Background: an optimization exercise with open tools, aiming at small area. Do not read the settings as production practice.
At most, simulation tests tie the RTL to the original design; equivalence was not proved.
For runs 1 and 2, only the layout was checked, not whether the RTL still works.
Power is estimated from default activity; no workload was simulated.

===== flow/constraint.sdc =====
create_clock -name core_clock -period 12.0 [get_ports {i_clk}]
set_input_delay 2.4000 -clock core_clock [delete_from_list [all_inputs] [get_ports {i_clk}]]
set_output_delay 2.4000 -clock core_clock [all_outputs]
set_load 0.01 [all_outputs]

===== flow/config.mk =====
export PLATFORM = sky130hd
export DESIGN_NAME = deferred_one_shot_timer_array
export DESIGN_NICKNAME = deferred_one_shot_timer_array
export VERILOG_FILES = /design/flow/design.v
export SDC_FILE = /design/flow/constraint.sdc
export NUM_CORES = 4
export LEC_CHECK = 0
export ABC_AREA = 1
export CAP_MARGIN = 20
export CORE_MARGIN = 2
export CORE_UTILIZATION = 40
export PLACE_DENSITY = 0.6
export SLEW_MARGIN = 20

===== flow/design.v =====
package dost_pkg;
    localparam int DEF_TIMER_SLOTS = 16;
    localparam int DEF_TIME_WIDTH  = 32;
    localparam logic [1:0] FUNC_TICK  = 2'd0;
    localparam logic [1:0] FUNC_START = 2'd1;
    localparam logic [1:0] FUNC_STOP  = 2'd2;
    localparam logic KIND_PLAIN  = 1'b0;
    localparam logic KIND_TICKED = 1'b1;
    typedef struct packed {
        logic [1:0]  func;
        logic        timer_kind;
        logic [3:0]  timer_id;
        logic [31:0] duration;
        logic [31:0] delta;
    } t_req;
    typedef struct packed {
        logic        event_kind;
        logic [3:0]  event_id;
        logic [31:0] event_delta;
        logic        last;
    } t_evt;
    typedef struct packed {
        logic expired;
        logic emit;
    } t_unit_res;
endpackage
module dost_unit #(
    parameter int TIME_WIDTH = dost_pkg::DEF_TIME_WIDTH
) (
    input  logic [TIME_WIDTH-1:0] i_rem,
    input  logic [TIME_WIDTH-1:0] i_delta,
    input  logic                  i_kind,
    output logic [TIME_WIDTH-1:0] o_rem,
    output logic [1:0]            o_res
);
    logic [TIME_WIDTH:0] diff;
    assign diff  = {1'b0, i_rem} - {1'b0, i_delta};
    assign o_rem = diff[TIME_WIDTH-1:0];
    dost_pkg::t_unit_res res;
    always_comb begin
        res.expired = diff[TIME_WIDTH] || (o_rem == '0);
        res.emit    = (i_kind == dost_pkg::KIND_PLAIN) ? res.expired : !res.expired;
    end
    assign o_res = res;
endmodule
module dost_slot_ram #(
    parameter int DEPTH = 32,
    parameter int WIDTH = 32,
    parameter int AW    = (DEPTH > 1) ? $clog2(DEPTH) : 1
) (
    input  logic             i_clk,
    input  logic             i_shift,
    input  logic [WIDTH-1:0] i_tail,
    input  logic             i_we,
    input  logic [AW-1:0]    i_waddr,
    input  logic [WIDTH-1:0] i_wdata,
    output logic [WIDTH-1:0] o_head
);
    logic [WIDTH-1:0] r_mem [DEPTH];
    logic [WIDTH-1:0] wd_even_n, wd_odd_n;
    assign wd_even_n = i_shift ? '0 : ~i_wdata;
    assign wd_odd_n  = i_shift ? '0 : i_wdata;
    always_ff @(posedge i_clk) begin
        for (int p = 0; p < DEPTH; p++) begin
            if (i_shift || (i_we && (i_waddr == AW'(p)))) begin
                if (p == 0) begin
                    r_mem[p] <= i_shift ? i_tail : i_wdata;
                end else if (p % 2 == 1) begin
                    r_mem[p] <= ~(({WIDTH{i_shift}} & r_mem[p-1]) | wd_odd_n);
                end else begin
                    r_mem[p] <= ~(({WIDTH{i_shift}} & r_mem[p-1]) | wd_even_n);
                end
            end
        end
    end
    assign o_head = ~r_mem[DEPTH-1];
endmodule
module deferred_one_shot_timer_array #(
    parameter int TIMER_SLOTS = dost_pkg::DEF_TIMER_SLOTS,
    parameter int TIME_WIDTH  = dost_pkg::DEF_TIME_WIDTH
) (
    input  logic            i_clk,
    input  logic            i_rst_n,
    input  logic            start,
    input  logic [70:0]     i_req,
    output logic            busy,
    output logic            o_strobe,
    output logic [37:0]     o_evt
);
    dost_pkg::t_req req;
    assign req = i_req;
    localparam int ALL_SLOTS = 2 * TIMER_SLOTS;
    logic                  r_busy;
    logic [5:0]            r_cnt;
    logic [ALL_SLOTS-1:0]  r_active;
    logic [ALL_SLOTS-1:0]  r_pend;
    logic                  r_hold_vld;
    logic                  r_strobe;
    logic [TIME_WIDTH-1:0] r_delta;
    logic [4:0]            r_hold;
    logic [4:0]            r_out;
    logic                  r_last;
    logic                  apply, flush, bval;
    logic                  go, is_start, is_stop;
    logic [4:0]            addr;
    logic                  act_a, pnd_a;
    logic                  dur_we, live;
    logic                  stop_en;
    logic [TIME_WIDTH-1:0] mem_rdata;
    logic [TIME_WIDTH-1:0] new_rem;
    dost_pkg::t_unit_res   res;
    assign apply = r_busy && (r_cnt == 6'd30);
    assign flush = r_busy && (r_cnt == 6'd0);
    assign bval  = r_busy && r_cnt[5];
    assign go       = start && !r_busy;
    assign is_start = go && (req.func == dost_pkg::FUNC_START);
    assign is_stop  = go && (req.func == dost_pkg::FUNC_STOP);
    assign addr  = r_busy ? r_cnt[4:0] : {req.timer_kind, req.timer_id};
    assign act_a = r_active[addr];
    assign pnd_a = r_pend[addr];
    assign dur_we  = is_start && !act_a && !pnd_a;
    assign live    = bval && act_a;
    assign stop_en = is_stop || (live && res.expired);
    dost_slot_ram #(
        .DEPTH (ALL_SLOTS),
        .WIDTH (TIME_WIDTH),
        .AW    (5)
    ) u_rem_ram (
        .i_clk   (i_clk),
        .i_shift (bval),
        .i_tail  (new_rem),
        .i_we    (dur_we),
        .i_waddr (~addr),
        .i_wdata (TIME_WIDTH'(req.duration)),
        .o_head  (mem_rdata)
    );
    dost_unit #(
        .TIME_WIDTH (TIME_WIDTH)
    ) u_unit (
        .i_rem   (mem_rdata),
        .i_delta (r_delta),
        .i_kind  (addr[4]),
        .o_rem   (new_rem),
        .o_res   (res)
    );
    always_ff @(posedge i_clk) begin
        if (!i_rst_n) begin
            r_busy     <= 1'b0;
            r_active   <= '0;
            r_pend     <= '0;
            r_hold_vld <= 1'b0;
            r_strobe   <= 1'b0;
        end else begin
            if (r_busy) begin
                r_busy <= (r_cnt != 6'd0);
            end else begin
                r_busy <= start && (req.func == dost_pkg::FUNC_TICK);
            end
            for (int k = 0; k < ALL_SLOTS; k++) begin
                if (apply) begin
                    r_active[k] <= r_active[k] ^ r_pend[k];
                    r_pend[k]   <= 1'b0;
                end else begin
                    if ((dur_we && (addr == 5'(k)))
                        || (stop_en && (addr[3:0] == 4'(k)) && r_active[k])) begin
                        r_pend[k] <= 1'b1;
                    end
                end
            end
            r_strobe <= 1'b0;
            if (live && res.emit) begin
                r_strobe   <= r_hold_vld;
                r_hold_vld <= 1'b1;
            end
            if (flush) begin
                r_strobe   <= r_hold_vld;
                r_hold_vld <= 1'b0;
            end
        end
    end
    always_ff @(posedge i_clk) begin
        r_cnt <= r_busy ? r_cnt + 6'd1 : 6'd30;
        if (!r_busy) begin
            r_delta <= TIME_WIDTH'(req.delta);
        end
        if (live && res.emit) begin
            r_hold <= addr;
        end
        r_out  <= r_hold;
        r_last <= flush;
    end
    assign busy     = r_busy;
    assign o_strobe = r_strobe;
    assign o_evt    = {r_out[4], r_out[3:0], r_out[4] ? r_delta : 32'd0, r_last};
endmodule

===== flow/run.sh =====
#!/bin/bash
# synth_recipe.tcl (not shown) runs the flow's synth.tcl, then flattens the netlist and writes it again
# the make line also repeats each setting of config.mk as NAME=value (left out here)
make -C /OpenROAD-flow-scripts/flow DESIGN_CONFIG=/design/flow/config.mk WORK_HOME=/design/flow/orfs CLKGATE_MAP_FILE= SYNTH_SCRIPT=/design/flow/synth_recipe.tcl finish

==> flow_results.org, run 1 <==
** Run status
- Result of the run :: timing/DRC/antenna clean

** Logic synthesis
- Number of enable-type register cells in the synthesized netlist :: 1061
- Synthesis produced 3699 cells.
- A synthesized cell averages 12.3 um^2.
- By area the synthesized netlist is led by edfxtp_1, o21ai_0, nand2_1.
- Number of unique standard cell types used by synthesis :: 33
- Synthesized area :: 45400 um^2
- Portion of synthesized cell area occupied by the leading cell type :: 70.1%
- Synth warn :: 4
- The synthesized design contains 1140 register bits.
- Share of synthesized registers carrying an async set or reset :: 0%
- The number of nets in the synthesized netlist is 3809.
- The largest total area in the synthesized netlist belongs to edfxtp_1.
- Sequential elements use 73.6% of the synthesized area.
- Most used flip-flop cell after synthesis :: edfxtp_1

** STA
- Summed over all failing endpoints, the final setup total negative slack is 0 ps.
- The tightest hold path in the finished design has a slack of 350 ps.
- Final min period :: 6090 ps
- Worst clock skew :: 47.3 ps
- RSZ-0062 raised after global routing :: false
- Worst Tran Pin Value :: 1170 ps
- The number of hold violations in the final report came to 0.
- Of the available clock period, the critical path in the final layout requires 50.7%.
- In this run the tightest slew margin relative to its limit is 21.9%.
- Worst setup slack after layout :: 5910 ps
- Number of failing setup endpoints in the final timing report :: 0
- The final count of pins violating max slew is 0.
- Achievable Freq :: 164 MHz

** Cells and area
- The sequential cells in the finished layout cover a total of 33400 um^2.
- Final Net Count :: 3846
- After routing the design area is 51700 um^2.
- Fillers :: 10100
- Compared with the post-synthesis result, the final layout area differs by 13.8%.
- Once layout is complete, the utilization of the core stands at 45.9%.
- Fin cells :: 5328
- In the final layout, the share of cells above drive strength 1 is 6.56%.
- The multi-input combinational cells in the finished layout cover a total of 10000 um^2.
- The repair_antennas step left the layout with diodes totalling 0.

** Floorplanning
- From left edge to right edge, the die measures 341 um.
- The core region is 113000 um^2.
- The die covers 116000 um^2.
- For this configuration, the core starts out at a cell density of 40.3%.
- Chip height :: 341 um
- In this run the core area contains 123 standard-cell rows.
- For this design the top-level I/O count stands at 114.

** Clock network
- Number of cells upsized or downsized after cts :: 0
- Buffers added to address setup during post-CTS repair amount to 0.
- Maximum clock path buffer count :: 3
- The cell sitting at the root of the clock tree is a clkbuf_16.
- Clock edge transition at the registers on the reported setup and hold paths :: 60 ps
- Number of levels the H-tree was split into :: 3
- CTS saw 1140 sinks.
- TritonCTS built the clock tree.
- The number of clock buffers added by TritonCTS is 111.
- Post-cts hold buffer count :: 0
- At the later pin of the worst-skew pair, clock insertion delay measures 710 ps.

** Worst setup path
- Critical Path Sink Type :: flop
- The cell family contributing the most delay on the critical path is compound AO/OA/AOI/OAI gates.
- Most repeated library cell on the critical path :: nand2_2
- For the worst setup path, the data required time is 12290 ps.
- The worst register-to-register path has a depth of 11.
- The worst setup path is of the input port to flop kind.
- The largest single stage delay on the critical path is 890 ps.
- The largest individual stage delay along the critical path comes from the cell o21ai_4.
- Chain of cells forming the critical path :: clkdlybuf4s50_1, nand2_2, nand2_2, nand2_1, o22ai_1, o21ai_0, nand4_1, o21ai_2, nand2_2, buf_4, o21ai_4
- The critical path contains buffers and inverters numbering 2 combined.
- Crit-path max FO :: 32
- In this run the number of cells on the critical path is 11.
- Type of element launching the critical path :: input port
- CP Data Arrival Time :: 6380 ps

** Min path
- Path type of the worst min-delay path :: flop to flop
- Hold depth :: 0

** GRT
- All-Layer GR Usage :: 21.0%
- After global routing the overflow that remains totals 0.
- The number of global-route vias before repair was 27500.
- Initial antenna violation count :: 1
- Entering global routing, the biggest net connects 262 pins.
- The first global-routing pass estimated 183000 um of wire.

** Place
- Post-detailed-placement cell area :: 48100 um^2
- Once placement completed, the tool counted placed cells totaling 5123.
- Prior to clock tree synthesis, the placed netlist has a worst setup slack of 5320 ps.
- At the end of routability-driven placement, the weighted congestion stood at 0.902.
- Estimated wirelength of the detail-placed design :: 74000 um
- Count of buffers inserted at the top-level ports :: 113

** Drt
- Via count :: 29200
- Total DRC errors in the routed layout :: 0
- Routed WL per cell :: 23.3 um
- In this run, the number of DRC markers left after iteration 0 of detailed routing was 3578.
- Wire length reported by the detailed router :: 124000 um
- Final ANT Viol Nets :: 0
- Before antenna repair, the detailed router went through 6 iterations.
- Dividing the detail-routed via count by the number of cells gives 5.48.

** Pwr
- Power spread over the standard cell area amounts to 161 nW/um^2.
- For this design the total switching power over the nets is 1.87 mW.
- Combinational share of power :: 4.9%
- Share of total power consumed by net switching :: 22.5%
- Peak supply drop :: 0.133 mV
- Internal power contribution :: 6.45 mW
- Per report_power, the sequential group accounts for 52.6% of the total.
- Total design power :: 8.31 mW
- The clock network is responsible for 42.5% of the overall power.
- Cell leakage power :: 17.5 nW

** Flow run
- Max-cap violations in this run came to 0.
## registers in the layout (all words and copies together), names as in the netlist
register and count:
u_rem_ram.r_mem 1024, r_active 32, r_delta 32, r_pend 32
r_cnt 6, r_hold 5, r_out 5, r_busy 1
r_hold_vld 1, r_last 1, r_strobe 1
## power by group through the flow
stage                     combinational, mW  clock, mW  sequential, mW
final                                 0.406       3.53            4.37
after global routing                  0.447       3.73            4.37
after CTS                             0.405       3.58            4.37
after detailed placement              0.400          0            4.46
after global placement                0.396          0            4.46
after floorplan                       0.218          0            4.45
## cells in the final DEF, fill, tap and decap left out, types with 6 or more instances in the layout
master	synthesis	final
nand4_1	29	29
o21ai_1	20	20
edfxtp_1	1061	1061
inv_1	339	338
clkbuf_1	186	19
ha_1	35	35
nor3b_1	18	18
dfxtp_1	79	79
clkdlybuf4s50_1	0	113
or2_1	0	15
nand2_1	437	419
nor3_1	43	43
o21ai_0	1056	1040
a21oi_1	73	73
clkbuf_16	0	111
o22ai_1	32	32
nor2_1	103	103
bufinv_16	0	12
xnor2_1	8	8
nand2_2	6	23
o21ai_4	0	16
or2_0	29	10
clkinv_2	0	19
buf_4	7	31
clkinv_1	1	29
nand3_1	84	84
inv_2	5	6
## cell type report
class	count	share of cell area, %
Sequential cell	1140	64.6
Multi-Input combinational cell	1989	19.3
Clock buffer	130	5.51
Tap cell	1500	3.63
Timing Repair Buffer	149	2.82
Inverter	345	2.50
Clock inverter	75	1.56
## routing by layer
layer  routed length, um  global-route usage (%)  vias to the layer above
met2               53900                    30.8                     1174
met4                3250                    6.36                        0
met3               10200                    4.56                      156
li1                    -                       -                    13300
met1               56600                    31.3                    14600
met5                   0                       0                        -
## Yosys cell counts (all sizes together), types with 30 or more instances
cell type	number
a21oi	73
buf	39
clkbuf	186
dfxtp	79
edfxtp	1061
ha	35
inv	344
nand2	443
nand3	84
nor2	108
nor3	43
o21ai	1077
o22ai	32
or2	30
## path summary, 6_finish.rpt
path	end	from	slack, ps
worst min-delay path	r_out[2]	r_hold[2]	350
worst max register to register	u_rem_ram.r_mem[3][3]	r_busy	6700
worst min register to register	r_out[2]	r_hold[2]	350
worst max-delay path	u_rem_ram.r_mem[3][3]	i_req[65]	5910
## worst register-to-register path, cell delays in order (launching register included)
cell,delay [ps]
dfxtp_1,710
inv_2,510
nand2_1,200
nand2_2,100
nand2_1,610
o22ai_1,180
o21ai_0,350
nand4_1,170
o21ai_2,660
nand2_2,110
buf_4,380
o21ai_4,900
## kinds of logic after synthesis
| kind of cell | Yosys count | share of synthesized area, % |
|---|---|---|
| flops | 1140 | 73.6 |
| compound gates | 1186 | 13.2 |
| fa+ha+maj | 36 | 1.01 |
| xor+xnor | 8 | 0.154 |
| buf+inv | 570 | 4.91 |
| simple gates | 759 | 7.18 |
==> run 2, diff against run 1 <==
--- a/flow/design.v
+++ b/flow/design.v
@@ -28,16 +28,42 @@
     parameter int TIME_WIDTH = dost_pkg::DEF_TIME_WIDTH
 ) (
-    input  logic [TIME_WIDTH-1:0] i_rem,
+    input  logic [TIME_WIDTH-1:0] i_rem_n,
     input  logic [TIME_WIDTH-1:0] i_delta,
     input  logic                  i_kind,
-    output logic [TIME_WIDTH-1:0] o_rem,
+    output logic [TIME_WIDTH-1:0] o_rem_n,
     output logic [1:0]            o_res
 );
-    logic [TIME_WIDTH:0] diff;
-    assign diff  = {1'b0, i_rem} - {1'b0, i_delta};
-    assign o_rem = diff[TIME_WIDTH-1:0];
+    localparam int LO = TIME_WIDTH / 2;
+    localparam int HI = TIME_WIDTH - LO;
+    logic [TIME_WIDTH-1:0] a, b, ns;
+    logic [LO:0]           nc_lo;
+    logic [HI:0]           nc_h0, nc_h1;
+    logic [HI-1:0]         ns_h0, ns_h1;
+    logic                  nc_out;
+    assign a = ~i_rem_n;
+    assign b = ~i_delta;
+    always_comb begin
+        nc_lo[0] = 1'b1;
+        for (int i = 0; i < LO; i++) begin
+            ns[i]        = a[i] ^ b[i] ^ nc_lo[i];
+            nc_lo[i + 1] = (a[i] & b[i]) | (a[i] & nc_lo[i]) | (b[i] & nc_lo[i]);
+        end
+        nc_h0[0] = 1'b0;
+        nc_h1[0] = 1'b1;
+        for (int i = 0; i < HI; i++) begin
+            ns_h0[i]     = a[LO + i] ^ b[LO + i] ^ nc_h0[i];
+            nc_h0[i + 1] = (a[LO + i] & b[LO + i]) | (a[LO + i] & nc_h0[i])
+                           | (b[LO + i] & nc_h0[i]);
+            ns_h1[i]     = a[LO + i] ^ b[LO + i] ^ nc_h1[i];
+            nc_h1[i + 1] = (a[LO + i] & b[LO + i]) | (a[LO + i] & nc_h1[i])
+                           | (b[LO + i] & nc_h1[i]);
+        end
+        ns[TIME_WIDTH-1:LO] = nc_lo[LO] ? ns_h1 : ns_h0;
+        nc_out              = nc_lo[LO] ? nc_h1[HI] : nc_h0[HI];
+    end
+    assign o_rem_n = ~ns;
     dost_pkg::t_unit_res res;
     always_comb begin
-        res.expired = diff[TIME_WIDTH] || (o_rem == '0);
+        res.expired = !nc_out || (&o_rem_n);
         res.emit    = (i_kind == dost_pkg::KIND_PLAIN) ? res.expired : !res.expired;
     end
@@ -51,9 +77,9 @@
     input  logic             i_clk,
     input  logic             i_shift,
-    input  logic [WIDTH-1:0] i_tail,
+    input  logic [WIDTH-1:0] i_tail_n,
     input  logic             i_we,
     input  logic [AW-1:0]    i_waddr,
     input  logic [WIDTH-1:0] i_wdata,
-    output logic [WIDTH-1:0] o_head
+    output logic [WIDTH-1:0] o_head_n
 );
     logic [WIDTH-1:0] r_mem [DEPTH];
@@ -65,5 +91,5 @@
             if (i_shift || (i_we && (i_waddr == AW'(p)))) begin
                 if (p == 0) begin
-                    r_mem[p] <= i_shift ? i_tail : i_wdata;
+                    r_mem[p] <= ~(({WIDTH{i_shift}} & i_tail_n) | wd_even_n);
                 end else if (p % 2 == 1) begin
                     r_mem[p] <= ~(({WIDTH{i_shift}} & r_mem[p-1]) | wd_odd_n);
@@ -74,5 +100,5 @@
         end
     end
-    assign o_head = ~r_mem[DEPTH-1];
+    assign o_head_n = r_mem[DEPTH-1];
 endmodule
 module deferred_one_shot_timer_array #(
@@ -107,6 +133,6 @@
     logic                  dur_we, live;
     logic                  stop_en;
-    logic [TIME_WIDTH-1:0] mem_rdata;
-    logic [TIME_WIDTH-1:0] new_rem;
+    logic [TIME_WIDTH-1:0] head_n;
+    logic [TIME_WIDTH-1:0] new_rem_n;
     dost_pkg::t_unit_res   res;
     assign apply = r_busy && (r_cnt == 6'd30);
@@ -129,17 +155,17 @@
         .i_clk   (i_clk),
         .i_shift (bval),
-        .i_tail  (new_rem),
+        .i_tail_n (new_rem_n),
         .i_we    (dur_we),
         .i_waddr (~addr),
         .i_wdata (TIME_WIDTH'(req.duration)),
-        .o_head  (mem_rdata)
+        .o_head_n (head_n)
     );
     dost_unit #(
         .TIME_WIDTH (TIME_WIDTH)
     ) u_unit (
-        .i_rem   (mem_rdata),
+        .i_rem_n (head_n),
         .i_delta (r_delta),
         .i_kind  (addr[4]),
-        .o_rem   (new_rem),
+        .o_rem_n (new_rem_n),
         .o_res   (res)
     );
==> flow/flow/run.sh (new file) <==
#!/bin/bash
# Layout flow: the standard flow (standard.sh, unchanged synthesis and
# steps) with two settings passed through the environment:
#  - input/output port buffers use the smallest buffer cell;
#  - clock tree synthesis uses clkbuf_8 with sink clustering, and no dummy
#    loads for balancing.
# Each tool's full output stays in its ORFS log under orfs/logs; this
# script's own output goes to flow_run.log.
set -e
exec > flow_run.log 2>&1
cp standard.sh standard_sh.txt
export BUFFER_PORTS_ARGS="-buffer_cell sky130_fd_sc_hd__buf_1"
export CTS_ARGS="-sink_clustering_enable -repair_clock_nets -dont_use_dummy_load -buf_list sky130_fd_sc_hd__clkbuf_8 -sink_clustering_size 20 -sink_clustering_max_diameter 60"
bash standard.sh
==> flow/standard.sh (new file) <==
#!/bin/bash
# synth_recipe.tcl (not shown) runs the flow's synth.tcl, then flattens the netlist and writes it again
# the make line also repeats each setting of config.mk as NAME=value (left out here)
make -C /OpenROAD-flow-scripts/flow DESIGN_CONFIG=/design/flow/config.mk WORK_HOME=/design/flow/orfs CLKGATE_MAP_FILE= SYNTH_SCRIPT=/design/flow/synth_recipe.tcl "${@:-finish}"
--- a/flow/config.mk
+++ b/flow/config.mk
@@ -9,5 +9,8 @@
 export CAP_MARGIN = 20
 export CORE_MARGIN = 2
-export CORE_UTILIZATION = 40
-export PLACE_DENSITY = 0.6
+export CORE_UTILIZATION = 70
+export CTS_BUF_LIST = sky130_fd_sc_hd__clkbuf_8
+export CTS_CLUSTER_DIAMETER = 60
+export CTS_CLUSTER_SIZE = 20
+export PLACE_DENSITY = 0.8
 export SLEW_MARGIN = 20
removed: flow/run.sh
==> run 2 against run 1 <==
First-iteration DRC count rose by 20%. Largest cell class unchanged. Routed wire length fell by 13%. Critical endpoint is now r_pend[28]. Still clean. Largest power group unchanged. Maximum frequency fell by 38%. Via count fell by 3.9%.
==> flow_results.org, run 2 <==
** Run status
- Result of the run :: timing/DRC/antenna clean

** Logic synthesis
- The register bit total from synthesis came to 1140 (unchanged).
- Average cell area after synthesis :: 13.3 um^2 (+8.4%)
- The number of distinct standard cells referenced by the synthesized netlist was 46 (+39%).
- The number of nets produced by synthesis was 3423 (-10%).
- The most used flip-flop cell after synthesis is edfxtp_1.
- The area share of the largest cell type after synthesis is 72.2% (+2.1 points).
- Library cell with the largest summed area after synthesis :: edfxtp_1
- Yosys attributes the largest share of cell area to edfxtp_1, o21ai_0, dfxtp_1.
- Number of enable-type register cells in the synthesized netlist :: 1061 (unchanged)
- The commonest cells after synthesis are o21ai_0, edfxtp_1, inv_1.
- Share of synthesized registers carrying an async set or reset :: 0% (unchanged)
- The summed instance area of the synthesized netlist came to 44100 um^2 (-2.9%).
- The proportion of synthesized chip area in sequential cells came to 75.8% (+2.2 points).
- The number of instances in the synthesized netlist is 3313 (-10%).
- Synth warn :: 4 (unchanged)
- In the post-synthesis netlist, the cell with the most instances is o21ai_0.

** Drt
- The DRC violation count after routing is 0 (unchanged).
- The count of routing violations after the opening detailed-route iteration was 4281 (+20%).
- Final ANT Viol Nets :: 0 (unchanged)
- The per-cell routed wire length is 25.8 um (+11%).
- Wire length reported by the detailed router :: 107000 um (-13%)
- The overall via count from detail_route is 28100 (-3.9%).
- The iteration count of the initial detailed-routing pass is 6 (unchanged).
- The detail-routed via count per cell is 6.73 (+23%).

** Flow run
- The count of max-cap constraint violations was 0 (unchanged).

** Worst setup path
- The number of cells traversed by the worst register-to-register path came to 37 (+26).
- The worst setup path is of the flop to flop kind.
- Slowest cell on the critical path :: inv_1
- The maximum fanout along the worst path was 32 (unchanged).
- Type of element launching the critical path :: flop
- The most numerous cell type found on the critical path is fa_1.
- Register-to-Register Setup Slack :: 2130 ps (-4570 ps)
- Critical Path Sink Type :: flop
- End of the worst register-to-register path :: r_pend[28]
- The worst register-to-register path begins at r_delta[0].
- Data required time at the worst endpoint :: 12580 ps (+290 ps)
- Slowest Stage Delay on Critical Path :: 600 ps (-290 ps)
- The endpoint arrival time on the critical path is 10440 ps (+4060 ps).

** STA
- Worst clock skew :: 63.6 ps (+16.4 ps)
- The final count of pins violating max slew was 0 (unchanged).
- The share of the clock period used by the worst path after layout came to 82.2% (+31 points).
- RSZ-0062 raised after global routing :: false
- Count of endpoints failing hold in the final timing report :: 0 (unchanged)
- The maximum clock rate came to 101 MHz (-38%).
- Number of failing setup endpoints in the final timing report :: 0 (unchanged)
- The sum of negative setup slack came to 0 ps (unchanged).
- The worst hold margin came to 352 ps (+1.82 ps).
- The transition time of the tightest slew-check pin is 1180 ps (+14.1 ps).
- Slew HR :: 20.9% (-1.0 points)
- Final min period :: 9870 ps (+3780 ps)

** Clock network
- Clk sink count :: 1140 (unchanged)
- Insertion delay of the later-clocked pin in the worst-skew pair :: 690 ps (-20 ps)
- Post-cts hold buffer count :: 0 (unchanged)
- The number of gates given a new drive strength after cts was 0 (unchanged).
- Number of levels the H-tree was split into :: 3 (unchanged)
- CTS tree :: yes
- The maximum clock insertion buffer count was 3 (unchanged).
- Clock edge transition at the registers on the reported setup and hold paths :: 120 ps (+60 ps)
- The number of buffers inserted during clock tree synthesis was 70 (-37%).
- Root Buffer :: clkbuf_8
- Post-CTS setup repair buffer count :: 0 (unchanged)

** Cells and area
- Leaving out fill and tap cells, the most frequent cell in the layout is o21ai_0.
- The final core area utilization is 74.0% (+28 points).
- u_rem_ram.r_mem holds more flip-flops than any other register.
- The final design area excluding fillers was 46400 um^2 (-10%).
- Commonest cells after routing, fill and taps aside :: o21ai_0, edfxtp_1, inv_1
- Area growth syn-to-layout :: 5.21%
- The share of final-layout standard cells stronger than drive strength 1 came to 5.36% (-1.2 points).
- Final Net Count :: 3433 (-11%)
- The number of flip-flops under the largest register name was 1024 (unchanged).

** Floorplanning
- The horizontal die dimension came to 255 um (-25%).
- The die height is 255 um (-25%).
- The starting utilization of the core area is 70.3% (+30 points).
- The total I/O pin count came to 114 (unchanged).
- The placement row count came to 92 (-25%).
- Core ar. :: 62700 um^2 (-44%)
- Full die area :: 65100 um^2 (-44%)

** Place
- Estimated wirelength of the detail-placed design :: 60600 um (-18%)
- The cell area after placement is 45400 um^2 (-5.5%).
- Count of buffers inserted at the top-level ports :: 113 (unchanged)
- Weighted congestion at the end of routability-driven global placement :: 0.879 (-2.5%)

** GRT
- The first-pass GRT wire length came to 158000 um (-13%).
- The number of antenna violations at the first check in global routing was 3 (+2).
- The maximum number of pins on one net before global-route repair came to 285 (+8.8%).
- The global-route total usage across every layer was 33.0% (+12 points).
- Via count of the first global-routing pass :: 25900 (-6.1%)
- Gr ovfl total :: 0 (unchanged)

** Pwr
- Peak supply drop :: 0.0822 mV (-38%)
- Cell leakage power :: 14.7 nW (-16%)
- Pwr dens :: 136 nW/um^2 (-15%)
- The power consumption was 6.32 mW (-24%).

** Min path
- Hold depth :: 0 (unchanged)
- In this run the most critical hold path is launched from r_hold[3].
- The path with the worst hold slack has its endpoint at r_out[3].
- Path type of the worst min-delay path :: flop to flop
==> run 2: cell count changes after synthesis, moves of 9 or more <==
cell	before	now
nand3_1	84	59
nor3_1	43	34
ha_1	35	21
inv_1	339	259
o22ai_1	32	21
o21ai_0	1056	1121
fa_1	1	15
o21ai_1	20	10
buf_1	20	9
nand4_1	29	9
nand2_1	437	197
a21oi_1	73	36
nor2_1	103	65
clkbuf_1	186	198
==> run 2: cells by family (layout without fill, tap and decap cells) <==
group,count (synthesis),in the layout,synth area share (%)
other,0,2,0
XOR/XNOR,12,12,0.238
buffers and inverters,486,494,4.34
flip-flops,1140,1140,75.8
adder cells (fa/ha/maj),36,36,1.28
AO/OA/AOI/OAI,1208,1208,13.9
AND/OR/NAND/NOR,431,431,4.47
==> run 2: metrics by stage <==
step / setup slack, ps / instances
floorplan: 3660 / 3313
global placement: 2680 / 4095
detailed placement: 2260 / 4096
CTS: 2230 / 4166
global route: 1610 / 4168
finish: 2130 / 4169
==> run 2: power breakdown <==
group          switching [mW]  total, mW  internal [mW]
logic                   0.213      0.286         0.0725
clock network            1.13       1.66          0.531
registers              0.0166       4.37           4.36
total                    1.36       6.32           4.96
==> run 2: how the worst max path moves through the flow <==
stage / endpoint / slack (ps) / start
floorplan: r_hold[0] / 3660 / r_delta[0]
global placement: r_pend[26] / 2680 / r_delta[0]
detailed placement: r_pend[28] / 2260 / r_delta[0]
CTS: r_pend[28] / 2230 / r_delta[0]
global route: r_pend[28] / 1610 / r_delta[0]
finish: r_pend[28] / 2130 / r_delta[0]
==> run 2: routing by layer <==
layer  GRT usage, %  routed length, um  up-vias
li1               -                  -    12000
met1           51.6              42300    13800
met2           48.5              47300     2098
met3           6.26              15200      186
met4           8.97               2630        4
met5              0                 18        -
==> run 2: worst max-delay path: cells and delay by family (launching register included) <==
kind	cells	cell delay, ps
buf+inv	2	650
flops	1	370
xor+xnor	1	230
simple gates	16	1990
compound gates	2	290
fa+ha+maj	16	6200
==> run 2: final cells by class <==
class / count / area [um^2]
sequential: 1140 / 33400
tap: 846 / 1060
clock buffer: 70 / 963
inverter: 265 / 995
fill: 3708 / 16300
timing repair buffer: 159 / 815
antenna: 2 / 5.00
multi-input combinational: 1687 / 9150
==> run 3, diff against run 2 <==
--- a/flow/design.v
+++ b/flow/design.v
@@ -72,29 +72,32 @@
 module dost_slot_ram #(
     parameter int DEPTH = 32,
-    parameter int WIDTH = 32,
-    parameter int AW    = (DEPTH > 1) ? $clog2(DEPTH) : 1
+    parameter int WIDTH = 32
 ) (
     input  logic             i_clk,
     input  logic             i_shift,
     input  logic [WIDTH-1:0] i_tail_n,
-    input  logic             i_we,
-    input  logic [AW-1:0]    i_waddr,
+    input  logic [DEPTH-1:0] i_ld,
     input  logic [WIDTH-1:0] i_wdata,
     output logic [WIDTH-1:0] o_head_n
 );
     logic [WIDTH-1:0] r_mem [DEPTH];
-    logic [WIDTH-1:0] wd_even_n, wd_odd_n;
-    assign wd_even_n = i_shift ? '0 : ~i_wdata;
-    assign wd_odd_n  = i_shift ? '0 : i_wdata;
+    logic [DEPTH-1:0] ld, hold;
+    always_comb begin
+        for (int p = 0; p < DEPTH; p++) begin
+            ld[p]   = !i_shift && i_ld[p];
+            hold[p] = !i_shift && !i_ld[p];
+        end
+    end
     always_ff @(posedge i_clk) begin
         for (int p = 0; p < DEPTH; p++) begin
-            if (i_shift || (i_we && (i_waddr == AW'(p)))) begin
-                if (p == 0) begin
-                    r_mem[p] <= ~(({WIDTH{i_shift}} & i_tail_n) | wd_even_n);
-                end else if (p % 2 == 1) begin
-                    r_mem[p] <= ~(({WIDTH{i_shift}} & r_mem[p-1]) | wd_odd_n);
-                end else begin
-                    r_mem[p] <= ~(({WIDTH{i_shift}} & r_mem[p-1]) | wd_even_n);
-                end
+            if (p == 0) begin
+                r_mem[p] <= ({WIDTH{hold[p]}} & r_mem[p]) | ({WIDTH{i_shift}} & ~i_tail_n)
+                            | ({WIDTH{ld[p]}} & i_wdata);
+            end else if (p % 2 == 1) begin
+                r_mem[p] <= ({WIDTH{hold[p]}} & r_mem[p]) | ({WIDTH{i_shift}} & ~r_mem[p-1])
+                            | ({WIDTH{ld[p]}} & ~i_wdata);
+            end else begin
+                r_mem[p] <= ({WIDTH{hold[p]}} & r_mem[p]) | ({WIDTH{i_shift}} & ~r_mem[p-1])
+                            | ({WIDTH{ld[p]}} & i_wdata);
             end
         end
@@ -133,4 +136,5 @@
     logic                  dur_we, live;
     logic                  stop_en;
+    logic [ALL_SLOTS-1:0]  ring_ld;
     logic [TIME_WIDTH-1:0] head_n;
     logic [TIME_WIDTH-1:0] new_rem_n;
@@ -147,16 +151,19 @@
     assign dur_we  = is_start && !act_a && !pnd_a;
     assign live    = bval && act_a;
+    always_comb begin
+        for (int k = 0; k < ALL_SLOTS; k++) begin
+            ring_ld[ALL_SLOTS-1-k] = dur_we && (addr == 5'(k));
+        end
+    end
     assign stop_en = is_stop || (live && res.expired);
     dost_slot_ram #(
         .DEPTH (ALL_SLOTS),
-        .WIDTH (TIME_WIDTH),
-        .AW    (5)
+        .WIDTH (TIME_WIDTH)
     ) u_rem_ram (
-        .i_clk   (i_clk),
-        .i_shift (bval),
+        .i_clk    (i_clk),
+        .i_shift  (bval),
         .i_tail_n (new_rem_n),
-        .i_we    (dur_we),
-        .i_waddr (~addr),
-        .i_wdata (TIME_WIDTH'(req.duration)),
+        .i_ld     (ring_ld),
+        .i_wdata  (TIME_WIDTH'(req.duration)),
         .o_head_n (head_n)
     );
==> flow/flow/run.sh (replaced) <==
#!/bin/bash
# Layout flow: the standard flow (standard.sh: unchanged synthesis and
# steps) with two settings passed through the environment:
#  - input/output port buffers use the smallest buffer cell (buf_1);
#  - clock tree synthesis uses clkbuf_4 with sink clustering, without dummy
#    loads for balancing.
# Each tool's full output stays in its ORFS log under orfs/logs; the output
# of this script and of make goes to flow_run.log.
set -e
exec > flow_run.log 2>&1
export BUFFER_PORTS_ARGS="-buffer_cell sky130_fd_sc_hd__buf_1"
export CTS_ARGS="-sink_clustering_enable -repair_clock_nets -dont_use_dummy_load -buf_list sky130_fd_sc_hd__clkbuf_4 -sink_clustering_size 10 -sink_clustering_max_diameter 40"
bash standard.sh
--- a/flow/config.mk
+++ b/flow/config.mk
@@ -10,7 +10,7 @@
 export CORE_MARGIN = 2
 export CORE_UTILIZATION = 70
-export CTS_BUF_LIST = sky130_fd_sc_hd__clkbuf_8
-export CTS_CLUSTER_DIAMETER = 60
-export CTS_CLUSTER_SIZE = 20
+export CTS_BUF_LIST = sky130_fd_sc_hd__clkbuf_4
+export CTS_CLUSTER_DIAMETER = 40
+export CTS_CLUSTER_SIZE = 10
 export PLACE_DENSITY = 0.8
 export SLEW_MARGIN = 20
==> run 3 against run 2 <==
Still clean on timing, DRC and antenna. Worst setup slack improved by 240 ps. Maximum frequency increased by 2.5%. Sequential cell count unchanged. Area after synthesis decreased by 4.3%. Global-route usage increased by 4.6 points. Register-to-register slack improved by 240 ps. Non-clock buffer count increased by 52. Critical path type unchanged.
==> flow_results.org, run 3 <==
** Floorplanning
- The full die area is 62300 um^2 (-4.2%).
- Core ar. :: 60000 um^2 (-4.3%)
- The placement row count was 90 (-2.2%).
- Chip height :: 250 um (-2.1%)
- The horizontal die dimension was 250 um (-2.1%).
- The total I/O pin count was 114 (unchanged).
- Starting utilization of the core area :: 70.4% (about the same)

** Pwr
- Total design power :: 7.83 mW (+24%)
- Share of total power consumed by net switching :: 28.4% (+6.9 points)
- Share of power burned in registers :: 63.6% (-5.6 points)
- The cell area power density was 179 nW/um^2 (+31%).
- The fraction of power consumed by combinational cells is 14.1% (+9.6 points).
- Peak supply drop :: 0.128 mV (+56%)
- The share of power burned in the clock network is 22.3% (-4.0 points).
- The static leakage was 20.6 nW (+40%).
- The switching component of the power is 2.23 mW (+63%).
- The internal power summed over all cells came to 5.60 mW (+13%).

** Logic synthesis
- For this run, the leading register cell type out of synthesis is dfxtp_1.
- Top cells by area, synth :: dfxtp_1, o221ai_1, nand2_1
- The total number of yosys warnings was 4 (unchanged).
- The mux contribution to synthesized area is 0% (unchanged).
- The number of distinct standard cells referenced by the synthesized netlist came to 38 (-17%).
- The number of nets produced by synthesis was 4631 (+35%).
- Portion of synthesized cell area occupied by the leading cell type :: 52.3% (-20 points)
- Of all cell types, the one taking the most synthesized area is dfxtp_1.
- The synthesized-area fraction occupied by adder cells came to 1.33% (+0.057 points).
- XOR/XNOR share of the synthesized area :: 0.270% (+0.031 points)
- Sequential fraction of the synthesis area :: 54.9% (-21 points)
- Ranked by instance count, the synthesized netlist is headed by nand2_1, dfxtp_1, o221ai_1.
- The number of synthesized flops with an enable pin is 37 (-97%).
- The summed instance area of the synthesized netlist was 42200 um^2 (-4.3%).
- Area fraction in and, or, nand and nor cells after synthesis :: 13.5% (+9.0 points)
- Share of synthesized registers carrying an async set or reset :: 0% (unchanged)
- The register bit total from synthesis was 1140 (unchanged).
- Mapped Cells :: 4521 (+36%)
- The average instance area after synthesis is 9.34 um^2 (-30%).
- Compound-cell area share of the yosys netlist :: 23.3% (+9.4 points)
- Among all cell types in the netlist, the one instantiated most often is nand2_1.
- Main combinational cell family by area after synthesis :: compound AO/OA/AOI/OAI gates

** Worst setup path
- By instance count, the cell type seen most on the critical path is fa_1.
- CP Data Arrival Time :: 10550 ps (+110 ps)
- Crit-path max FO :: 32 (unchanged)
- Critical Path Sink Type :: flop
- The largest stage delay on the critical path is 440 ps (-160 ps).
- The slowest stage of the critical path is the nor4_1 cell.
- Data required time at the worst endpoint :: 12920 ps (+340 ps)
- Setup Crit Path Kind :: flop to flop
- STA classifies the critical path startpoint as a flop.

** Cells and area
- The share of final-layout standard cells stronger than drive strength 1 came to 6.41% (+1.0 points).
- Register name with the most flops :: u_rem_ram.r_mem
- The top cell types in the final layout, fill and taps aside, are nand2_1, dfxtp_1, o221ai_1.
- Final design area excluding fillers :: 43800 um^2 (-5.6%)
- Area growth syn-to-layout :: 3.73%
- Max reg flops :: 1024 (unchanged)
- Most common library cell in the layout ignoring fill and taps :: nand2_1
- The total number of nets in the final design is 4543 (+32%).

** Clock network
- The clock insertion delay at the later pin of the skew report was 1040 ps (+350 ps).
- The maximum clock insertion buffer count came to 3 (unchanged).
- TritonCTS built the clock tree.
- Clock edge transition at the registers on the reported setup and hold paths :: 110 ps (about the same)
- The number of buffers inserted during clock tree synthesis was 143 (+100%).
- Number of cells upsized or downsized after cts :: 0 (unchanged)
- Clk sink count :: 1140 (unchanged)
- Post-cts hold buffer count :: 0 (unchanged)
- The number of levels in the clock H-tree was 4 (+1).
- The tree is rooted in a clkbuf_4.
- Post-CTS setup repair buffer count :: 0 (unchanged)

** STA
- The maximum clock skew at final layout came to 85.6 ps (+21.9 ps).
- The worst hold margin came to 309 ps (-42.9 ps).
- Setup repair after global routing left no endpoint under its margin.
- Worst Tran Pin Value :: 1150 ps (-32.2 ps)
- Total negative setup slack :: 0 ps (unchanged)
- The final count of pins violating max slew came to 0 (unchanged).
- Achievable Freq :: 104 MHz (+2.5%)
- The number of hold violations in the final report came to 0 (unchanged).
- The normalized max-slew margin was 23.2% (+2.4 points).
- Final min period :: 9630 ps (-241 ps)
- Number of failing setup endpoints in the final timing report :: 0 (unchanged)
- The share of the clock period used by the worst path after layout is 80.2% (-2.0 points).

** GRT
- Maximum number of pins on one net before global-route repair :: 224 (-21%)
- Wire length of the first global-routing pass :: 188000 um (+19%)
- The number of antenna violations at the first check in global routing came to 2 (-1).
- All-Layer GR Usage :: 37.6% (+4.6 points)
- Gr ovfl total :: 0 (unchanged)
- The number of global-route vias before repair was 32600 (+26%).

** Drt
- The DRC violation count after routing came to 0 (unchanged).
- Routed WL per cell :: 23.0 um (-11%)
- Via count :: 36200 (+29%)
- The iteration count of the initial detailed-routing pass came to 6 (unchanged).
- The post-detailed-routing wire length is 120000 um (+12%).
- The count of routing violations after the opening detailed-route iteration is 4908 (+15%).
- Final ANT Viol Nets :: 0 (unchanged)
- Routed vias/inst :: 6.93 (+2.9%)

** Place
- The placer's final routability congestion estimate was 0.906 (+3.0%).
- Count of buffers inserted at the top-level ports :: 113 (unchanged)
- The cell area after placement is 42700 um^2 (-6.0%).
- The half-perimeter wire length after detailed placement is 72500 um (+19%).

** Min path
- The min-delay analysis places its worst path in the category flop to flop.

** Flow run
- The count of max-cap constraint violations was 0 (unchanged).

** Run status
- Result of the run :: timing/DRC/antenna clean
## run 3: cell count changes in the layout (fill, tap and decap cells not counted), sizes merged, moves of 50 or more
| cell | before | now |
|---|---|---|
| clkbuf | 70 | 145 |
| o221ai | 4 | 1018 |
| o21ai | 1132 | 62 |
| nand2 | 210 | 1221 |
| buf | 159 | 209 |
| edfxtp | 1061 | 37 |
| dfxtp | 79 | 1103 |
## run 3: path summary, 6_finish.rpt
path	slack (ps)	cells after the start	start	to
min reg2reg	310	0	r_hold[4]	r_out[4]
min	310	0	r_hold[4]	r_out[4]
max reg2reg	2370	35	r_delta[0]	r_pend[11]
max	2370	35	r_delta[0]	r_pend[11]
## run 3: cells by family after synthesis
kind of cell | Yosys count
compound gates | 1184
xor+xnor | 13
flops | 1140
buf+inv | 711
simple gates | 1437
fa+ha+maj | 36
## run 3: through the flow
step | instances | util (%) | setup slack, ps
floorplan | 4521 | - | 3710
global placement | 5067 | 71.1 | 2660
detailed placement | 5069 | 71.2 | 2530
CTS | 5212 | 72.9 | 2480
global route | 5216 | 73.0 | 1940
finish | 5220 | 73.0 | 2370
## run 3: routing by layer
metal | part of all wire [%] | GRT usage, % | vias to the layer above
li1 | - | - | 16400
met1 | 43 | 56.5 | 17300
met2 | 42 | 54.3 | 2264
met3 | 12 | 7.90 | 237
met4 | 2.5 | 11.9 | 0
met5 | 0 | 0 | -
## run 3: power groups by stage
stage               Sequential (mW)  Clock (mW)  Combinational [mW]
finish                         4.98        1.75                1.10
global route                   5.03        1.91                1.25
CTS                            4.94        1.76                1.09
detailed placement             5.02           0                1.07
global placement               5.01           0                1.03
floorplan                      4.87           0               0.877
## run 3: cell type report
cell class,count,area (um^2)
sequential,1140,23200
multi-input combinational,2670,16300
tap,782,978
clock buffer,143,1070
inverter,267,1000
fill,4578,16200
timing repair buffer,211,1210
antenna,7,17.5
## run 3: critical path, delay by kind of cell, from the launching register on
family	cells	cell delay (ps)
and+or+nand+nor	13	2150
DFF	1	410
buffers and inverters	3	570
adders and majority gates	16	5870
AOI/OAI and AO/OA	2	280
xor gates and xnor gates	1	180
==> run 4, diff against run 3 <==
--- a/flow/design.v
+++ b/flow/design.v
@@ -123,5 +123,5 @@
     logic [5:0]            r_cnt;
     logic [ALL_SLOTS-1:0]  r_active;
-    logic [ALL_SLOTS-1:0]  r_pend;
+    logic [ALL_SLOTS-1:0]  r_next;
     logic                  r_hold_vld;
     logic                  r_strobe;
@@ -133,5 +133,5 @@
     logic                  go, is_start, is_stop;
     logic [4:0]            addr;
-    logic                  act_a, pnd_a;
+    logic                  act_a, nxt_a;
     logic                  dur_we, live;
     logic                  stop_en;
@@ -148,6 +148,6 @@
     assign addr  = r_busy ? r_cnt[4:0] : {req.timer_kind, req.timer_id};
     assign act_a = r_active[addr];
-    assign pnd_a = r_pend[addr];
-    assign dur_we  = is_start && !act_a && !pnd_a;
+    assign nxt_a = r_next[addr];
+    assign dur_we  = is_start && !act_a && !nxt_a;
     assign live    = bval && act_a;
     always_comb begin
@@ -181,5 +181,5 @@
             r_busy     <= 1'b0;
             r_active   <= '0;
-            r_pend     <= '0;
+            r_next     <= '0;
             r_hold_vld <= 1'b0;
             r_strobe   <= 1'b0;
@@ -192,11 +192,10 @@
             for (int k = 0; k < ALL_SLOTS; k++) begin
                 if (apply) begin
-                    r_active[k] <= r_active[k] ^ r_pend[k];
-                    r_pend[k]   <= 1'b0;
-                end else begin
-                    if ((dur_we && (addr == 5'(k)))
-                        || (stop_en && (addr[3:0] == 4'(k)) && r_active[k])) begin
-                        r_pend[k] <= 1'b1;
-                    end
+                    r_active[k] <= r_next[k];
+                end
+                if (dur_we && (addr == 5'(k))) begin
+                    r_next[k] <= 1'b1;
+                end else if (stop_en && (addr[3:0] == 4'(k)) && r_active[k]) begin
+                    r_next[k] <= 1'b0;
                 end
             end
==> run 4 against run 3 <==
Still clean. Routed wire length shrank 3.0%. Via count shrank 2.2%. Sequential cell count is the same. Sequential share of layout area grew 0.87 points. Clock skew shrank 25 ps. Cell area shrank 1.6%. Critical path type unchanged.
==> flow_results.org, run 4 <==
** Clock network
- Number of cells upsized or downsized after cts :: 0 (unchanged)
- Clock edge transition at the registers on the reported setup and hold paths :: 90 ps (-20 ps)
- The maximum clock insertion buffer count was 3 (unchanged).
- The number of buffers inserted during clock tree synthesis is 141 (-1.4%).
- Root Buffer :: clkbuf_4
- Post-cts hold buffer count :: 0 (unchanged)
- TritonCTS built the clock tree.
- The total clock sinks came to 1140 (unchanged).
- Insertion delay of the later-clocked pin in the worst-skew pair :: 1030 ps (about the same)
- Post-CTS setup repair buffer count :: 0 (unchanged)
- The number of levels in the clock H-tree is 4 (unchanged).

** Logic synthesis
- Library cell with the highest instance count after synthesis :: nand2_1
- The number of instances in the synthesized netlist came to 4453 (-1.5%).
- Synthesized area :: 41800 um^2 (-0.92%)
- The number of distinct standard cells referenced by the synthesized netlist was 40 (+5.3%).
- Flip-flop and latch count after synthesis :: 1140 (unchanged)
- Library cell with the largest summed area after synthesis :: dfxtp_1
- Net count of the mapped netlist :: 4563 (-1.5%)
- The total number of yosys warnings came to 4 (unchanged).
- The fraction of registers with async set or reset after synthesis was 0% (unchanged).
- The proportion of synthesized chip area in sequential cells was 55.4% (+0.51 points).
- The average instance area after synthesis was 9.40 um^2 (+0.59%).
- By area the synthesized netlist is led by dfxtp_1, o221ai_1, nand2_1.
- Most used flip-flop cell after synthesis :: dfxtp_1
- Portion of synthesized cell area occupied by the leading cell type :: 52.8% (+0.49 points)
- Number of enable-type register cells in the synthesized netlist :: 37 (unchanged)
- The commonest cells after synthesis are nand2_1, dfxtp_1, o221ai_1.

** STA
- Final min period :: 9800 ps (+170 ps)
- Count of endpoints failing hold in the final timing report :: 0 (unchanged)
- The final count of pins violating max slew is 0 (unchanged).
- Portion of the clock cycle consumed by the worst path in the final layout :: 81.6% (+1.4 points)
- The normalized max-slew margin was 20.9% (-2.3 points).
- Setup repair after global routing left no endpoint under its margin.
- The transition time of the tightest slew-check pin came to 1190 ps (+36.4 ps).
- The final-report setup violation count came to 0 (unchanged).
- The maximum clock skew at final layout came to 60.8 ps (-24.7 ps).
- Achievable Freq :: 102 MHz (-1.7%)
- The sum of negative setup slack is 0 ps (unchanged).

** Drt
- The routed length on met3 is 13800 um (-7.3%).
- Uppermost metal layer occupied by signal nets :: met4
- Total length of routed met2 wires :: 48900 um (-3.6%)
- DRC marker count from the first detailed-route iteration :: 4444 (-9.5%)
- The overall via count from detail_route was 35400 (-2.2%).
- The DRC violation count after routing came to 0 (unchanged).
- Wire length reported by the detailed router :: 117000 um (-3.0%)
- Routed vias/inst :: 6.92 (-0.20%)
- The iteration count of the initial detailed-routing pass was 6 (unchanged).
- The number of antenna-violating nets in the routed design is 0 (unchanged).
- The detailed-routing wirelength on met1 is 51800 um (+0.44%).
- Routed WL per cell :: 22.8 um (-0.94%)

** Cells and area
- Register name with the most flops :: u_rem_ram.r_mem
- Final Net Count :: 4447 (-2.1%)
- The number of flip-flops under the largest register name came to 1024 (unchanged).
- The fill cell total of the finished layout came to 4505 (-1.6%).
- Commonest cells after routing, fill and taps aside :: nand2_1, dfxtp_1, o221ai_1
- Ratio of cells with drive above 1 in the final layout :: 6.07% (-0.34 points)
- The number of standard cells in the layout, taps in and fillers out is 5113 (-2.0%).
- The area growth from synthesis to layout is 3.00%.
- Most common library cell in the layout ignoring fill and taps :: nand2_1

** Worst setup path
- Setup Crit Path Kind :: flop to flop
- The worst setup path is captured at a flop.
- Slowest cell on the critical path :: nand2_2
- The startpoint identified for the worst register-to-register timing path is r_delta[0].
- Data required time at the worst endpoint :: 12830 ps (-90 ps)
- Crit. Startpoint :: r_delta[0]
- The largest stage delay on the critical path was 530 ps (+90 ps).
- Crit-path max FO :: 32 (unchanged)
- In this design, the critical path's most frequently occurring cell is fa_1.
- The endpoint arrival time on the critical path was 10630 ps (+80 ps).
- Type of element launching the critical path :: flop

** GRT
- Maximum number of pins on one net before global-route repair :: 223 (-0.45%)
- Gr ovfl total :: 0 (unchanged)
- Via count of the first global-routing pass :: 32100 (-1.5%)
- The first-pass GRT wire length was 185000 um (-1.6%).
- All-Layer GR Usage :: 36.6% (-1.0 points)
- Initial antenna violation count :: 2 (unchanged)

** Floorplanning
- The starting utilization of the core area came to 70.9% (+0.53 points).
- Row count :: 89 (-1.1%)
- The horizontal die dimension is 249 um (-0.46%).
- Core ar. :: 59000 um^2 (-1.7%)
- Full die area :: 61800 um^2 (-0.91%)
- Chip height :: 249 um (-0.46%)
- The total I/O pin count came to 114 (unchanged).

** Run status
- Result of the run :: timing/DRC/antenna clean

** Flow run
- The count of max-cap constraint violations is 0 (unchanged).

** Pwr
- The static leakage came to 20.5 nW (-0.55%).
- The largest voltage drop on the vdd net came to 0.119 mV (-7.4%).
- Pwr dens :: 183 nW/um^2 (+2.6%)

** Min path
- In this run the worst hold path is classified as flop to flop.
- The worst hold path begins at r_hold[4].

** Place
- The placer's final routability congestion estimate came to 0.927 (+2.4%).
- The count of buffers from port buffering was 113 (unchanged).
- The half-perimeter wire length after detailed placement came to 71500 um (-1.3%).
- Placed cell count :: 4963 (-2.1%)
==> run 4: cell type report <==
cell class / count / area, um^2 / share of cell area [%]
Sequential cell: 1140 / 23200 / 53.8
Multi-Input combinational cell: 2665 / 16100 / 37.3
Clock buffer: 141 / 1060 / 2.46
Timing Repair Buffer: 178 / 985 / 2.28
Tap cell: 773 / 967 / 2.24
Inverter: 211 / 792 / 1.84
Antenna cell: 5 / 12.5 / 0.0290
==> run 4: worst paths after layout <==
check	slack, ps	to	depth (start not counted)
worst max-delay path	2200	r_next[11]	35
worst min-delay path	350	r_out[4]	0
worst max register to register	2200	r_next[11]	35
worst min register to register	350	r_out[4]	0
==> run 4: cells by family (layout without fill, tap and decap cells) <==
| logic type | Yosys count | after routing | share of synthesized area (%) |
|---|---|---|---|
| xor gates and xnor gates | 11 | 11 | 0.230 |
| AOI/OAI and AO/OA | 1160 | 1160 | 23.3 |
| adders and majority gates | 36 | 36 | 1.35 |
| DFF | 1140 | 1140 | 55.4 |
| and+or+nand+nor | 1458 | 1458 | 13.6 |
| buffers and inverters | 648 | 530 | 6.15 |
| other | 0 | 5 | 0 |
==> run 4: where the power goes <==
| group | leakage [nW] | switching (mW) | total [mW] | internal (mW) |
|---|---|---|---|---|
| Sequential | 9.51 | 0.476 | 5.04 | 4.56 |
| Combinational | 10.4 | 0.585 | 1.13 | 0.547 |
| Clock | 0.649 | 1.19 | 1.73 | 0.543 |
| Total | 20.5 | 2.25 | 7.91 | 5.65 |
==> run 4: worst max-delay path, delay by kind of cell, from the launching register on <==
| kind | cells | cell delay, ps |
|---|---|---|
| AOI/OAI and AO/OA | 2 | 180 |
| xor gates and xnor gates | 1 | 180 |
| adders and majority gates | 16 | 5930 |
| buffers and inverters | 3 | 540 |
| DFF | 1 | 420 |
| and+or+nand+nor | 13 | 2310 |
==> run 4: stage by stage <==
step / instance area, um^2 / power (mW) / setup WS, ps / hold WS (ps) / utilization, %
finish: 43100 / 7.91 / 2200 / 348 / 73.0
global route: 43100 / 8.29 / 1720 / 359 / 73.0
detailed placement: 42000 / 6.18 / 2280 / 329 / 71.1
global placement: 42000 / 6.12 / 2480 / 326 / 71.1
CTS: 43000 / 7.87 / 2250 / 349 / 72.9
floorplan: 41800 / 5.83 / 3750 / 323 / -
==> run 4: layer usage <==
layer / up-vias / global-route usage [%]
li1: 16100 / -
met1: 17100 / 56.2
met2: 2052 / 51.9
met3: 193 / 7.85
met4: 0 / 10.0
met5: - / 0
==> run 5, diff against run 4 <==
==> flow/run.sh (new file) <==
#!/bin/bash
# synth_recipe.tcl (not shown) runs the flow's synth.tcl, then flattens the netlist and writes it again
# the make line also repeats each setting of config.mk as NAME=value (left out here)
make -C /OpenROAD-flow-scripts/flow DESIGN_CONFIG=/design/flow/config.mk WORK_HOME=/design/flow/orfs CLKGATE_MAP_FILE= SYNTH_SCRIPT=/design/flow/synth_recipe.tcl finish
removed: flow/flow/run.sh
removed: flow/standard.sh
==> run 5 against run 4 <==
Worst setup slack improved by 61 ps. Sequential cell count did not move. Total power rose by 4.5%. Largest cell class unchanged. Sequential share of layout area fell by 1.5 points. Clock-buffer cell count rose by 35. Highest routed layer unchanged. Global-route usage barely moved. Sequential power barely moved. Worst hold slack improved by 9.3 ps. Combinational power barely moved. Register-to-register slack improved by 60 ps. Cell area rose by 2.9%.
==> flow_results.org, run 5 <==
** Logic synthesis
- Number of enable-type register cells in the synthesized netlist :: 37 (unchanged)
- The summed instance area of the synthesized netlist is 41800 um^2 (unchanged).
- The area share of the largest cell type after synthesis came to 52.8% (unchanged).
- Sequential fraction of the synthesis area :: 55.4% (unchanged)
- Synth warn :: 4 (unchanged)
- The number of nets produced by synthesis is 4563 (unchanged).
- The number of distinct standard cells referenced by the synthesized netlist was 40 (unchanged).
- Flip-flop and latch count after synthesis :: 1140 (unchanged)
- The biggest area contributor in the post-synthesis netlist is dfxtp_1.
- Multiplexer fraction of the synthesized cell area :: 0% (unchanged)
- Post-synth top cells :: nand2_1, dfxtp_1, o221ai_1
- In the synthesized netlist the dominant register cell turns out to be dfxtp_1.
- The synthesized-area fraction occupied by adder cells came to 1.35% (unchanged).
- The number of instances in the synthesized netlist came to 4453 (unchanged).
- Compound-cell area share of the yosys netlist :: 23.3% (unchanged)
- By area, the combinational part of the netlist is dominated by compound AO/OA/AOI/OAI gates.
- Library cell with the highest instance count after synthesis :: nand2_1
- Area fraction in and, or, nand and nor cells after synthesis :: 13.6% (unchanged)
- The average instance area after synthesis came to 9.40 um^2 (unchanged).
- Share of synthesized registers carrying an async set or reset :: 0% (unchanged)
- The xor and xnor area share after synthesis was 0.230% (unchanged).
- By area the synthesized netlist is led by dfxtp_1, o221ai_1, nand2_1.

** Floorplanning
- Chip height :: 249 um (unchanged)
- The horizontal die dimension is 249 um (unchanged).
- Row count :: 89 (unchanged)
- The full die area came to 61800 um^2 (unchanged).
- The starting utilization of the core area was 70.9% (unchanged).
- The total I/O pin count was 114 (unchanged).
- The floorplan core area is 59000 um^2 (unchanged).

** Worst setup path
- Critical register-to-register path startpoint :: r_delta[0]
- The worst-case register-to-register setup slack was 2260 ps (+60 ps).
- The data required time of the worst path was 12870 ps (+40 ps).
- The critical path starts at r_delta[0].
- Among the stages of the critical path, the cell type that occurs most often is fa_1.
- Destination of the critical timing path :: r_next[10]
- Worst-case reg-to-reg path depth :: 35 (unchanged)
- The largest individual stage delay along the critical path comes from the cell nand2_2.
- End of the worst register-to-register path :: r_next[10]
- The setup path with the least slack is of type flop to flop.
- The largest stage delay on the critical path came to 540 ps (about the same).
- The maximum fanout along the worst path came to 32 (unchanged).
- The endpoint arrival time on the critical path is 10610 ps (-20 ps).
- Type of element launching the critical path :: flop
- STA classifies the critical path endpoint as a flop.

** Place
- The placer's final routability congestion estimate came to 0.958 (+3.3%).
- The number of cells in the design after placement came to 4957 (-0.12%).
- The count of buffers from port buffering was 113 (unchanged).
- Estimated wirelength of the detail-placed design :: 71100 um (-0.50%)
- Post-detailed-placement cell area :: 42600 um^2 (+1.6%)

** Drt
- The DRC violation count after routing was 0 (unchanged).
- Routed vias/inst :: 6.87 (-0.60%)
- DRC marker count from the first detailed-route iteration :: 4791 (+7.8%)
- The overall via count from detail_route came to 35500 (+0.52%).
- The post-detailed-routing wire length is 117000 um (+0.52%).
- Routed WL per cell :: 22.7 um (-0.61%)
- The number of antenna-violating nets in the routed design was 0 (unchanged).
- The iteration count of the initial detailed-routing pass is 9 (+3).

** Clock network
- The number of buffers inserted during clock tree synthesis was 142 (+0.71%).
- Clock edge transition at the registers on the reported setup and hold paths :: 120 ps (+30 ps)
- In this run the clock root is driven by a clkbuf_4.
- The total clock sinks was 1140 (unchanged).
- Number of cells upsized or downsized after cts :: 0 (unchanged)
- Post-cts hold buffer count :: 0 (unchanged)
- The clock insertion delay at the later pin of the skew report is 1020 ps (about the same).
- The buffers inserted during post-CTS setup optimization came to 0 (unchanged).
- The number of levels in the clock H-tree was 4 (unchanged).
- TritonCTS built the clock tree.
- Maximum clock path buffer count :: 3 (unchanged)

** STA
- Portion of the clock cycle consumed by the worst path in the final layout :: 81.1% (-0.51 points)
- Number of pins with negative max-slew slack in the final report :: 0 (unchanged)
- Number of failing setup endpoints in the final timing report :: 0 (unchanged)
- Total negative setup slack :: 0 ps (unchanged)
- The maximum clock rate was 103 MHz (+0.63%).
- The number of hold violations in the final report is 0 (unchanged).
- Slew HR :: 24.0% (+3.1 points)
- The maximum clock skew at final layout came to 60.6 ps (-0.282 ps).
- Setup repair after global routing left no endpoint under its margin.
- Worst Tran Pin Value :: 1140 ps (-50.0 ps)
- The time the final worst path needs with I/O delays and setup is 9740 ps (-61.3 ps).

** GRT
- The number of global-route vias before repair was 32500 (+1.2%).
- The maximum number of pins on one net before global-route repair was 196 (-12%).
- The sum of overflow across all layers after global routing came to 0 (unchanged).
- Initial antenna violation count :: 4 (+2)
- The global-route total usage across every layer is 36.6% (about the same).
- The first-pass GRT wire length came to 185000 um (-0.16%).

** Cells and area
- Fin cells :: 5171 (+1.1%)
- Final Net Count :: 4444 (-0.067%)
- Ranked by flip-flop count, first place goes to u_rem_ram.r_mem.
- Utilization after layout :: 75.1% (+2.1 points)
- Compared with the post-synthesis result, the final layout area differs by 5.95%.
- The share of final-layout standard cells stronger than drive strength 1 was 7.19% (+1.1 points).
- The final design area excluding fillers came to 44300 um^2 (+2.9%).
- Most common library cell in the layout ignoring fill and taps :: nand2_1
- The top cell types in the final layout, fill and taps aside, are nand2_1, dfxtp_1, o221ai_1.
- Max reg flops :: 1024 (unchanged)

** Pwr
- Combinational share of power :: 13.9% (-0.4 points)
- The internal power summed over all cells came to 5.92 mW (+4.8%).
- The switching component of the power came to 2.34 mW (+3.7%).
- Pwr dens :: 186 nW/um^2 (+1.6%)
- The switching part of the total was 28.3% (-0.22 points).
- The static leakage is 21.1 nW (+2.9%).
- The share of power burned in the clock network was 25.1% (+3.2 points).
- The largest voltage drop on the vdd net is 0.125 mV (+5.2%).
- The part of the power in registers came to 61.0% (-2.7 points).

** Min path
- Path type of the worst min-delay path :: flop to flop
- Hold depth :: 0 (unchanged)

** Flow run
- The count of max-cap constraint violations was 0 (unchanged).

** Run status
- Result of the run :: timing/DRC/antenna clean
==> run 5: cell count changes in the layout (fill, tap and decap cells not counted), sizes merged <==
cell           previous run  this run
clkinvlp                  0         2
inv                     205       212
clkdlybuf4s50             0       113
clkinv                    6        19
bufinv                    0         5
buf                     177        61
clkbuf                  142       176
==> run 5: area by class of cell <==
type	count	area (um^2)
clock buffer	176	1320
timing repair buffer	174	1680
multi-input combinational	2665	16100
inverter	211	792
antenna	5	12.5
fill	4402	14700
sequential	1140	23200
clock inverter	27	273
tap	773	967
==> run 5: kinds of logic after synthesis <==
| logic type | count (synthesis) |
|---|---|
| compound gates | 1160 |
| fa+ha+maj | 36 |
| xor+xnor | 11 |
| flops | 1140 |
| simple gates | 1458 |
| buf+inv | 648 |
==> run 5: power by group through the flow <==
stage / combinational (mW) / sequential (mW) / clock (mW)
global placement: 1.06 / 5.08 / 0
finish: 1.15 / 5.04 / 2.07
floorplan: 0.910 / 4.92 / 0
global route: 1.32 / 5.10 / 2.24
detailed placement: 1.12 / 5.08 / 0
CTS: 1.13 / 5.01 / 2.08
==> run 5: how the worst min path moves through the flow <==
stage / start / to / slack, ps
3_3_place_gp: r_hold[4] / r_out[4] / 330
5_1_grt: r_hold[1] / r_out[1] / 370
4_1_cts: r_hold[3] / r_out[3] / 360
3_5_place_dp: r_hold[4] / r_out[4] / 330
6_report: r_hold[4] / r_out[4] / 360
2_1_floorplan: r_hold[0] / r_out[0] / 320
==> run 5: worst max-delay path: cells and delay by family, from the launching register on <==
family          cells  cell delay (ps)
fa+ha+maj          16             5900
simple gates       13             2350
buf+inv             3              530
flops               1              410
compound gates      2              180
xor+xnor            1              170
==> run 5: metal layers <==
| layer | share of wire [%] | GRT usage [%] | wire length, um |
|---|---|---|---|
| met1 | 44 | 56.3 | 51700 |
| met5 | 0 | 0 | 0 |
| met4 | 1.8 | 10.7 | 2140 |
| met2 | 42 | 52.0 | 48900 |
| met3 | 12 | 7.25 | 14600 |
==> run 5: stage by stage <==
step                      hold WS, ps  setup WS, ps  power (mW)
after detailed placement          328          2380        6.20
after floorplan                   323          3750        5.83
final                             357          2260        8.26
after global placement            325          2500        6.14
after global routing              372          1650        8.65
after CTS                         357          2310        8.22

separate check: timing with driven ports:
How much do the figures lean on ideal ports? The routed layouts below were timed once more, with nothing changed but the port constraints.
Step 1 sets driving cells, clkbuf_16 on the clock port and buf_2 on the other inputs (assumed; they add their load-dependent delay and slew).
Step 2 also shifts input and output timing later by t, the mid clock arrival at the registers, as if the neighbouring blocks saw the same clock.
Slacks: ideal ports / drivers / drivers and shift; pairs: ideal ports / drivers.
run	t (ns)	setup WS [ns]	hold WS [ns]	worst register clock-pin slew, ns	cell pins on the clock port's net
run 1	0.763	5.912 / 5.960 / 5.197	0.350 / 0.350 / 0.350	0.08 / 0.08	1
run 2	0.726	2.132 / 2.132 / 2.132	0.352 / 0.352 / 0.352	0.12 / 0.12	1
run 3	1.069	2.373 / 2.373 / 2.373	0.309 / 0.309 / 0.309	0.11 / 0.11	1
run 4	1.060	2.202 / 2.202 / 2.202	0.348 / 0.348 / 0.348	0.11 / 0.11	1
run 5	1.052	2.264 / 2.264 / 2.264	0.357 / 0.357 / 0.357	0.12 / 0.12	1
After both steps every run listed still meets setup and hold. The setup slack of run 1, which loses most, moves by +0.048 ns with the drivers and by -0.715 ns with both steps.
